This design comes from an exercise in tuning for small area and a short achievable clock period on the open sky130 flow, not from production work. At most, simulation tests tie the RTL to the original design; equivalence was not proved. Power and IR drop assume default switching activity. No driver is modelled on the clock port, so clocking that relies on it looks cheaper here than on a real chip.

Design xbar_top, start of the top module:
module xbar_top (
	input  wire logic                                                 clk,
	input  wire logic                                                 rst,
	input  wire logic [xbar_pkg::PORT_COUNT*xbar_pkg::BEAT_WIDTH-1:0] ingress,
	output wire logic [xbar_pkg::PORT_COUNT*xbar_pkg::BEAT_WIDTH-1:0] egress
);
Settings: LEC_CHECK=0, ABC_CLOCK_PERIOD_IN_PS=2000, CAP_MARGIN=20, CORE_MARGIN=2, CORE_UTILIZATION=40, SETUP_SLACK_MARGIN=2.0, SLEW_MARGIN=20; clock period 4.2 ns.
run.sh (not shown) runs the stock make flow with config.mk's settings and CLKGATE_MAP_FILE= SYNTH_SCRIPT=/design/flow/synth_recipe.tcl, a recipe that flattens the netlist after the stock synthesis.
The first run finished with timing, DRC and antenna clean.
Rerun with:
--- a/flow/config.mk
+++ b/flow/config.mk
@@ -8 +7,0 @@
-export ABC_CLOCK_PERIOD_IN_PS = 2000
@@ -12 +11 @@
-export SETUP_SLACK_MARGIN = 2.0
+export SETUP_SLACK_MARGIN = 1.5
What happened: The changed run finished but fails on antenna rules. Power goes down by 0.89%. Via count went down by 1.6%. Wire length went down by 2.0%. Setup slack degrades by 0.27 ns.
No run of this note included a check of the RTL's function; only the layout flow was run.

---

xbar_top, a different RTL version from the one above (not shown whole).
For scale: about 3,500 cells after synthesis, about 330 I/O pins, roughly 58,000 um^2 of cells after synthesis.
Settings: LEC_CHECK=0, CAP_MARGIN=20, CORE_MARGIN=2, CORE_UTILIZATION=40, CTS_BUF_LIST=sky130_fd_sc_hd__clkbuf_8, CTS_CLUSTER_SIZE=20, SETUP_SLACK_MARGIN=2.0, SLEW_MARGIN=20, TNS_END_PERCENT=5; clock period 4.2 ns.
Edit:
- CTS_BUF_LIST: sky130_fd_sc_hd__clkbuf_8 -> unset
- CTS_CLUSTER_SIZE: 20 -> unset
After rerunning: The changed run finished clean. Final area rose slightly. Setup slack improves by 49 ps. Routed wire length drops slightly. First-iteration DRC count climbs by a few percent. Global-route usage goes down by 0.22 points. Area after synthesis is unchanged. Die area is unchanged. Clock-buffer cell count drops by 94. Total power rose by a few percent. Hold slack loses 460 ps.
No run of this note included a check of the RTL's function; only the layout flow was run.

---

== build 14 ==
Another version of the RTL of xbar_top (not shown whole).
Size: ~3400 cells after synthesis, ~330 I/O pins.
==> flow/config.mk <==
export PLATFORM = sky130hd
export DESIGN_NAME = xbar_top
export DESIGN_NICKNAME = xbar_top
export VERILOG_FILES = /design/flow/design.v
export SDC_FILE = /design/flow/constraint.sdc
export NUM_CORES = 4
export LEC_CHECK = 0
export CAP_MARGIN = 20
export CORE_MARGIN = 2
export CORE_UTILIZATION = 55
export SETUP_SLACK_MARGIN = 2.6
export SLEW_MARGIN = 20
export TNS_END_PERCENT = 5
==> flow/constraint.sdc <==
create_clock -name core_clock -period 4.2 [get_ports {clk}]
set_input_delay 0.8400 -clock core_clock [delete_from_list [all_inputs] [get_ports {clk}]]
set_output_delay 0.8400 -clock core_clock [all_outputs]
set_load 0.01 [all_outputs]
standard.sh (not shown) runs the stock make flow with config.mk's settings and CLKGATE_MAP_FILE= SYNTH_SCRIPT=/design/flow/synth_recipe.tcl, a recipe that flattens the netlist after the stock synthesis.
==> flow/flow/run.sh <==
#!/bin/bash
# Standard ORFS layout (the standard.sh, standard synthesis unchanged), with
# three changes: ports get the smallest buffer (timing repair upsizes the ones
# that need it), clock tree synthesis adds no dummy loads, and its sink clusters
# are larger, so the tree has fewer leaf buffers.
set -euo pipefail
bash standard.sh \
	BUFFER_PORTS_ARGS="-buffer_cell sky130_fd_sc_hd__buf_1" \
	CTS_ARGS="-sink_clustering_enable -repair_clock_nets -dont_use_dummy_load -sink_clustering_size 25 -sink_clustering_max_diameter 70" \
	finish > standard.log 2>&1
Build 14: full flow OK, the timing, DRC and antenna checks passed
Relative to build 14, the following input files were edited for build 10:
- SETUP_SLACK_MARGIN changed from 2.6 to 2.3
- CORE_UTILIZATION changed from 55 to 40
==> flow/flow/run.sh <==
#!/bin/bash
# Standard ORFS layout (the standard.sh, standard synthesis unchanged), with
# two changes: ports get the smallest buffer (timing repair upsizes the ones that
# need it), and clock tree synthesis adds no dummy loads.
set -euo pipefail
bash standard.sh \
	BUFFER_PORTS_ARGS="-buffer_cell sky130_fd_sc_hd__buf_1" \
	CTS_ARGS="-sink_clustering_enable -repair_clock_nets -dont_use_dummy_load" \
	finish > standard.log 2>&1
## What came out
Cmp build 10 vs build 14: static leakage higher in build 10
Total power deteriorates in build 10 relative to build 14.
u_output_switch.g_egress[2].word_q[4] as the worst setup path endpoint was reported by build 10, and egress[128] by build 14.
Looking at final worst slack, build 10 sits 0.14 ns below build 14.
In build 10, the global-route usage came out 8.5 points below the value in build 14.
Looking at register-to-register slack across both flows, build 10 is the weaker of the two, with build 14 ahead.
Max freq build 14 -> build 10: degraded
Re maximum level of the CTS H-tree: build 10 and build 14 aren't equal, and the higher value belongs to build 10.
Width of the die: build 10 > build 14
> inputs changed (build 10 -> build 1)
- CORE_UTILIZATION: 40 -> 55
==> flow/flow/run.sh <==
#!/bin/bash
# Standard ORFS layout (the standard.sh, standard synthesis unchanged), with
# three changes: ports get the smallest buffer (timing repair upsizes the ones
# that need it), clock tree synthesis adds no dummy loads, and its sink clusters
# are larger, so the tree has fewer leaf buffers.
set -euo pipefail
bash standard.sh \
	BUFFER_PORTS_ARGS="-buffer_cell sky130_fd_sc_hd__buf_1" \
	CTS_ARGS="-sink_clustering_enable -repair_clock_nets -dont_use_dummy_load -sink_clustering_size 30 -sink_clustering_max_diameter 100" \
	finish > standard.log 2>&1
## What came out
Looking at die area across both flows, build 1 is the stronger of the two, with build 10 trailing. Build 10 → build 1: HPWL reported at the end of detailed placement fell by 6300 microns, transition time at the pin with the least slew margin fell by 0.13 ns, utilization rose by 15 points. Build 1 vs build 10, multi-input gate share of total cell area went up by 0.88 points.
> inputs changed (build 1 -> build 12)
- CORE_UTILIZATION: 55 -> 40
- SETUP_SLACK_MARGIN: 2.3 -> 2.0
==> flow/flow/run.sh <==
#!/bin/bash
# Standard ORFS layout (the standard.sh, standard synthesis unchanged), with
# two changes: ports get the smallest buffer (timing repair upsizes the ones that
# need it), and clock tree synthesis adds no dummy loads.
set -euo pipefail
bash standard.sh \
	BUFFER_PORTS_ARGS="-buffer_cell sky130_fd_sc_hd__buf_1" \
	CTS_ARGS="-sink_clustering_enable -repair_clock_nets -dont_use_dummy_load" \
	finish > standard.log 2>&1
--- outcome ---
Going from build 1 to build 12, post-route minimum period rose 0.24 ns, number of filler cells placed in the layout went up. Summary: with build 1 as the reference, final area in build 12 moved up by a few percent. The hold slack number comes out lower for build 12 vs build 1. Between build 12 and build 1, count of placed standard cells in the final layout, fillers left out is higher for build 12, build 1 comes in under that. Build 1 vs build 12, launching element of the worst setup path: u_output_switch.g_egress[2].word_q[1] vs g_queue[1].u_ingress_queue.wr_sel[1]. Going from build 1 to build 12, aggregate routed wire length grows by 4000 microns.

---

v43:
The RTL this note starts from:
==> flow/design.v <==
`default_nettype none
package xbar_pkg;
	localparam int PORT_COUNT = 4;
	localparam int PORT_WIDTH = 2;
	localparam int CTRL_WIDTH = 8;
	localparam int DATA_WIDTH = 32;
	localparam int DEST_LSB = 0;
	localparam int QUEUE_DEPTH = 8;
	localparam int PTR_WIDTH = $clog2(QUEUE_DEPTH);
	localparam int COUNT_WIDTH = PTR_WIDTH + 1;
	localparam logic [COUNT_WIDTH-1:0] QUEUE_FULL_COUNT = COUNT_WIDTH'(QUEUE_DEPTH);
	localparam int WORD_WIDTH = CTRL_WIDTH + DATA_WIDTH;
	localparam int CTRL_LSB = DATA_WIDTH;
	localparam int BEAT_WIDTH = WORD_WIDTH + 1;
	localparam int VALID_BIT = WORD_WIDTH;
	localparam int GRANT_WIDTH = PORT_WIDTH + 1;
	localparam int GRANT_VALID_BIT = PORT_WIDTH;
endpackage
`default_nettype wire
`default_nettype none
module ingress_queue (
	input  wire logic                            clk,
	input  wire logic                            rst,
	input  wire logic                            write,
	input  wire logic [xbar_pkg::WORD_WIDTH-1:0] word_in,
	input  wire logic                            pop,
	output logic [xbar_pkg::WORD_WIDTH-1:0]      head,
	output logic [xbar_pkg::PORT_COUNT-1:0]      req,
	output logic [xbar_pkg::PORT_COUNT-1:0]      req_data
);
	localparam int D  = xbar_pkg::QUEUE_DEPTH;
	localparam int W  = xbar_pkg::WORD_WIDTH;
	localparam int P  = xbar_pkg::PORT_COUNT;
	localparam int DL = xbar_pkg::CTRL_LSB + xbar_pkg::DEST_LSB;
	logic [D-1:0][W-1:0] mem;
	logic [D-1:0] rd_oh;
	logic [D-1:0] wr_sel;
	logic [D-1:0] rd_next;
	logic [D-1:0] wr_rot;
	assign rd_next = {rd_oh[D-2:0], rd_oh[D-1]};
	assign wr_rot  = {wr_sel[D-2:0], wr_sel[D-1]};
	logic full;
	logic empty;
	logic more;
	logic last_free;
	logic do_write;
	assign full  = ~|wr_sel;
	assign empty = ~|req;
	assign more  = ~empty & ~|(wr_sel & rd_next);
	assign last_free = |(wr_rot & rd_oh);
	assign do_write = write & ~full;
	always_ff @(posedge clk) begin
		for (int k = 0; k < D; k++) begin
			if (wr_sel[k]) begin
				mem[k] <= word_in;
			end
		end
	end
	logic [D-1:0] rd_data;
	always_ff @(posedge clk) begin
		rd_data <= pop ? rd_next : rd_oh;
	end
	always_comb begin
		head = '0;
		for (int k = 0; k < D; k++) begin
			head = head | ({W{rd_data[k]}} & mem[k]);
		end
	end
	logic [xbar_pkg::PORT_WIDTH-1:0] next_dest;
	always_comb begin
		next_dest = '0;
		for (int k = 0; k < D; k++) begin
			next_dest = next_dest | ({xbar_pkg::PORT_WIDTH{rd_oh[(k + D - 1) % D]}} & mem[k][DL +: xbar_pkg::PORT_WIDTH]);
		end
	end
	logic [P-1:0] in_req;
	logic [P-1:0] next_req;
	always_comb begin
		in_req   = '0;
		next_req = '0;
		in_req[word_in[DL +: xbar_pkg::PORT_WIDTH]] = do_write;
		next_req[next_dest] = 1'b1;
	end
	logic [D-1:0] wr_keep;
	assign wr_keep = do_write ? wr_rot : (wr_sel | ({D{full}} & rd_oh));
	always_ff @(posedge clk or negedge rst) begin
		if (!rst) begin
			wr_sel <= D'(1);
		end else begin
			wr_sel <= (pop | ~(full | (do_write & last_free))) ? wr_keep : '0;
		end
	end
	always_ff @(posedge clk or negedge rst) begin
		if (!rst) begin
			rd_oh <= D'(1);
		end else if (pop) begin
			rd_oh <= rd_next;
		end
	end
	logic [P-1:0] req_next;
	always_comb begin
		if (pop) begin
			req_next = more ? next_req : in_req;
		end else if (empty) begin
			req_next = in_req;
		end else begin
			req_next = req;
		end
	end
	always_ff @(posedge clk or negedge rst) begin
		if (!rst) begin
			req <= '0;
		end else begin
			req <= req_next;
		end
	end
	always_ff @(posedge clk) begin
		req_data <= req_next;
	end
endmodule
`default_nettype wire
`default_nettype none
module port_allocator (
	input  wire logic [xbar_pkg::PORT_COUNT*xbar_pkg::PORT_COUNT-1:0] req,
	output logic [xbar_pkg::PORT_COUNT-1:0]                           pop,
	output logic [xbar_pkg::PORT_COUNT*xbar_pkg::PORT_COUNT-1:0]      grant,
	output logic [xbar_pkg::PORT_COUNT-1:0]                           grant_valid
);
	localparam int P = xbar_pkg::PORT_COUNT;
	always_comb begin
		pop = '0;
		for (int p = 0; p < P; p++) begin
			logic taken;
			taken = 1'b0;
			for (int i = 0; i < P; i++) begin
				grant[p*P + i] = req[i*P + p] & ~taken;
				taken = taken | req[i*P + p];
				pop[i] = pop[i] | grant[p*P + i];
			end
			grant_valid[p] = taken;
		end
	end
endmodule
`default_nettype wire
`default_nettype none
module output_switch (
	input  wire logic                                                 clk,
	input  wire logic                                                 rst,
	input  wire logic [xbar_pkg::PORT_COUNT*xbar_pkg::PORT_COUNT-1:0] grant,
	input  wire logic [xbar_pkg::PORT_COUNT-1:0]                      grant_valid,
	input  wire logic [xbar_pkg::PORT_COUNT*xbar_pkg::WORD_WIDTH-1:0] head,
	output logic [xbar_pkg::PORT_COUNT*xbar_pkg::BEAT_WIDTH-1:0]      egress
);
	localparam int P  = xbar_pkg::PORT_COUNT;
	localparam int W  = xbar_pkg::WORD_WIDTH;
	localparam int DL = xbar_pkg::CTRL_LSB + xbar_pkg::DEST_LSB;
	localparam int DH = DL + xbar_pkg::PORT_WIDTH;
	for (genvar p = 0; p < P; p++) begin : g_egress
		logic [W-1:0] selected;
		logic         valid_q;
		logic [W-1:0] word_q;
		always_comb begin
			selected = '0;
			for (int i = 0; i < P; i++) begin
				selected = selected | ({W{grant[p*P + i]}} & head[i*W +: W]);
			end
		end
		always_ff @(posedge clk or negedge rst) begin
			if (!rst) begin
				valid_q <= 1'b0;
			end else begin
				valid_q <= grant_valid[p];
			end
		end
		always_ff @(posedge clk) begin
			word_q <= selected;
		end
		logic [xbar_pkg::PORT_WIDTH-1:0] dest;
		always_ff @(posedge clk) begin
			for (int b = 0; b < xbar_pkg::PORT_WIDTH; b++) begin
				dest[b] <= (((p >> b) & 1) != 0) ? grant_valid[p] : ~grant_valid[p];
			end
		end
		assign egress[p*xbar_pkg::BEAT_WIDTH +: xbar_pkg::BEAT_WIDTH] = {valid_q, word_q[W-1:DH], dest, word_q[DL-1:0]};
	end
endmodule
`default_nettype wire
`default_nettype none
module xbar_top (
	input  wire logic                                                 clk,
	input  wire logic                                                 rst,
	input  wire logic [xbar_pkg::PORT_COUNT*xbar_pkg::BEAT_WIDTH-1:0] ingress,
	output wire logic [xbar_pkg::PORT_COUNT*xbar_pkg::BEAT_WIDTH-1:0] egress
);
	localparam int P = xbar_pkg::PORT_COUNT;
	wire logic [P*xbar_pkg::WORD_WIDTH-1:0] head;
	wire logic [P*P-1:0]                    req;
	wire logic [P*P-1:0]                    req_data;
	wire logic [P-1:0]                      pop;
	wire logic [P*P-1:0]                    grant;
	wire logic [P-1:0]                      grant_valid;
	for (genvar i = 0; i < P; i++) begin : g_queue
		ingress_queue u_ingress_queue (
			.clk      (clk),
			.rst      (rst),
			.write    (ingress[i*xbar_pkg::BEAT_WIDTH + xbar_pkg::VALID_BIT]),
			.word_in  (ingress[i*xbar_pkg::BEAT_WIDTH +: xbar_pkg::WORD_WIDTH]),
			.pop      (pop[i]),
			.head     (head[i*xbar_pkg::WORD_WIDTH +: xbar_pkg::WORD_WIDTH]),
			.req      (req[i*P +: P]),
			.req_data (req_data[i*P +: P])
		);
	end
	wire logic [P-1:0]   pop_data;
	wire logic [P*P-1:0] grant_ctrl;
	port_allocator u_port_allocator (
		.req         (req),
		.pop         (pop),
		.grant       (grant_ctrl),
		.grant_valid (grant_valid)
	);
	port_allocator u_port_allocator_data (
		.req         (req_data),
		.pop         (pop_data),
		.grant       (grant),
		.grant_valid ()
	);
	output_switch u_output_switch (
		.clk         (clk),
		.rst         (rst),
		.grant       (grant),
		.grant_valid (grant_valid),
		.head        (head),
		.egress      (egress)
	);
endmodule
`default_nettype wire
Settings: LEC_CHECK=0, CAP_MARGIN=20, CORE_MARGIN=2, CORE_UTILIZATION=55, SETUP_SLACK_MARGIN=2.3, SLEW_MARGIN=20, TNS_END_PERCENT=5; clock period 4.2 ns.
==> flow/flow/run.sh <==
#!/bin/bash
# Standard ORFS layout (the standard.sh, standard synthesis unchanged), with
# three changes: ports get the smallest buffer (timing repair upsizes the ones
# that need it), clock tree synthesis adds no dummy loads, and its sink clusters
# are larger, so the tree has fewer leaf buffers.
set -euo pipefail
bash standard.sh \
	BUFFER_PORTS_ARGS="-buffer_cell sky130_fd_sc_hd__buf_1" \
	CTS_ARGS="-sink_clustering_enable -repair_clock_nets -dont_use_dummy_load -sink_clustering_size 25 -sink_clustering_max_diameter 70" \
	finish > standard.log 2>&1
v43 reached the final stage; the timing, DRC and antenna checks on its layout passed.
[inputs] v10 vs v43
==> flow/flow/run.sh <==
#!/bin/bash
# Standard ORFS layout (the standard.sh, standard synthesis unchanged), with
# two changes: ports get the smallest buffer (timing repair upsizes the ones that
# need it), and clock tree synthesis adds no dummy loads.
set -euo pipefail
bash standard.sh \
	BUFFER_PORTS_ARGS="-buffer_cell sky130_fd_sc_hd__buf_1" \
	CTS_ARGS="-sink_clustering_enable -repair_clock_nets -dont_use_dummy_load" \
	finish > standard.log 2>&1
==> run summary <==
The estimated power of v10 ends up higher than the estimate for v43. The library cell contributing the largest single delay on the critical path comes out sky130_fd_sc_hd__dfxtp_2 in one run and sky130_fd_sc_hd__dfxtp_1 in the other, namely in v43 and v10 respectively. Comparing v43 with v10, the combined flip-flop and latch cell area came out essentially unchanged. | met1 track utilization from global routing | higher: v43 |. The worst setup path endpoint comes out egress[60] in one run and egress[46] in the other, namely in v43 and v10 respectively. v10 vs v43 on final critical path time including I/O delays and setup: v10 is the higher one. On v10: clock-buffer cell count is 71 higher than what v43 gave.
The following lists how v54 was set up differently from v10:
==> flow/flow/run.sh <==
#!/bin/bash
# Standard ORFS layout (the standard.sh, standard synthesis unchanged), with
# three changes: ports get the smallest buffer (timing repair upsizes the ones
# that need it), clock tree synthesis adds no dummy loads, and its sink clusters
# are larger, so the tree has fewer leaf buffers.
set -euo pipefail
bash standard.sh \
	BUFFER_PORTS_ARGS="-buffer_cell sky130_fd_sc_hd__buf_1" \
	CTS_ARGS="-sink_clustering_enable -repair_clock_nets -dont_use_dummy_load -sink_clustering_size 30 -sink_clustering_max_diameter 100" \
	finish > standard.log 2>&1
--- a/flow/config.mk
+++ b/flow/config.mk
@@ -8,5 +8,5 @@
 export CAP_MARGIN = 20
 export CORE_MARGIN = 2
-export CORE_UTILIZATION = 55
+export CORE_UTILIZATION = 40
 export SETUP_SLACK_MARGIN = 2.3
 export SLEW_MARGIN = 20
[summary]
- The final layout from v54, which completed every stage, passed the timing, DRC and antenna checks at the end of the flow.
- A cell type of the slowest stage on the worst timing path of sky130_fd_sc_hd__dfxtp_1 is what v10 shows, while sky130_fd_sc_hd__dfxtp_4 belongs to v54.
- The wire length of v54 is higher than that of v10.
- In v54 relative to v10, cell area had gone down by a few percent.
- Per the comparison of v54 with v10, total power density per cell area lower; violation count after the first detailed-routing iteration now sits higher; internal power component fell about 15%; setup fix buffers added after clock tree synthesis has decreased; number of buffers inserted during clock tree synthesis down 95.
- v54 vs v10, pin count of the biggest net entering global routing went down by 1.
## Diff of input files: v30 against v54
--- a/flow/flow/run.sh
+++ b/flow/flow/run.sh
@@ -7,4 +7,4 @@
 bash standard.sh \
 	BUFFER_PORTS_ARGS="-buffer_cell sky130_fd_sc_hd__buf_1" \
-	CTS_ARGS="-sink_clustering_enable -repair_clock_nets -dont_use_dummy_load -sink_clustering_size 30 -sink_clustering_max_diameter 100" \
+	CTS_ARGS="-sink_clustering_enable -repair_clock_nets -dont_use_dummy_load -sink_clustering_size 25 -sink_clustering_max_diameter 70" \
 	finish > standard.log 2>&1
--- a/flow/config.mk
+++ b/flow/config.mk
@@ -8,5 +8,6 @@
 export CAP_MARGIN = 20
 export CORE_MARGIN = 2
-export CORE_UTILIZATION = 40
+export CORE_UTILIZATION = 55
+export PLACE_DENSITY = 0.75
 export SETUP_SLACK_MARGIN = 2.3
 export SLEW_MARGIN = 20
==> comparison <==
Compared with v54, in v30 routed wire length fell by 5.8%; overall power consumption grew by 3.6%; worst setup slack decreased by 0.0098 ns relative to the old numbers.
The higher area added between synthesis and finish came out of v54.
Die boundary width, v30 and v54: higher on v54
Compared with v54, timing-limited maximum frequency in v30 decreased slightly.
Between v30 and v54, max-slew headroom at the worst pin is lower for v30, v54 comes in above that.
Effective utilization at floorplan was lower in the run labelled v54.
Global-route usage over all layers for v30: 7.2 points up relative to v54

port drivers added, routing unchanged:
The flow's constraints put no driver on any port. The routed layouts listed below were extracted and timed again, unchanged, in two steps. Step 1 assumes that a clkbuf_16 drives the clock port and a buf_2 every other input. Step 2 adds t to the input delays and takes it off the output delays; t is the mean of the earliest and latest rising clock arrival at the registers after step 1. Input paths then give back, and output paths get back, about the clock's delay inside the block. Three values: ideal, step 1, step 2; two values: the first two.
run | t (ns) | setup WS [ns] | clock arrival spread, ns
the first run of note 1 | 0.859 | 1.796 / 1.796 / 1.273 | 0.028 / 0.027
the second run of note 1 | 0.875 | 1.530 / 1.451 / 0.984 | 0.046 / 0.046
the first run of note 2 | 1.048 | 1.835 / 1.759 / 1.167 | 0.092 / 0.091
the second run of note 2 | 0.875 | 1.883 / 1.828 / 1.229 | 0.049 / 0.050
build 14 | 0.738 | 2.151 / 2.078 / 1.585 | 0.053 / 0.053
build 10 | 0.843 | 2.010 / 1.950 / 1.555 | 0.101 / 0.100
build 1 | 0.786 | 2.081 / 2.004 / 1.441 | 0.036 / 0.035
build 12 | 0.833 | 1.836 / 1.793 / 1.257 | 0.066 / 0.066
v43 | 0.742 | 2.087 / 2.009 / 1.508 | 0.053 / 0.052
v10 | 0.822 | 2.072 / 1.992 / 1.590 | 0.041 / 0.041
v54 | 0.786 | 2.061 / 1.982 / 1.573 | 0.087 / 0.086
v30 | 0.722 | 2.051 / 1.976 / 1.560 | 0.114 / 0.114
For the first run of note 2, which loses most, drivers alone change the setup slack by -0.076 ns; drivers and shift together by -0.668 ns.
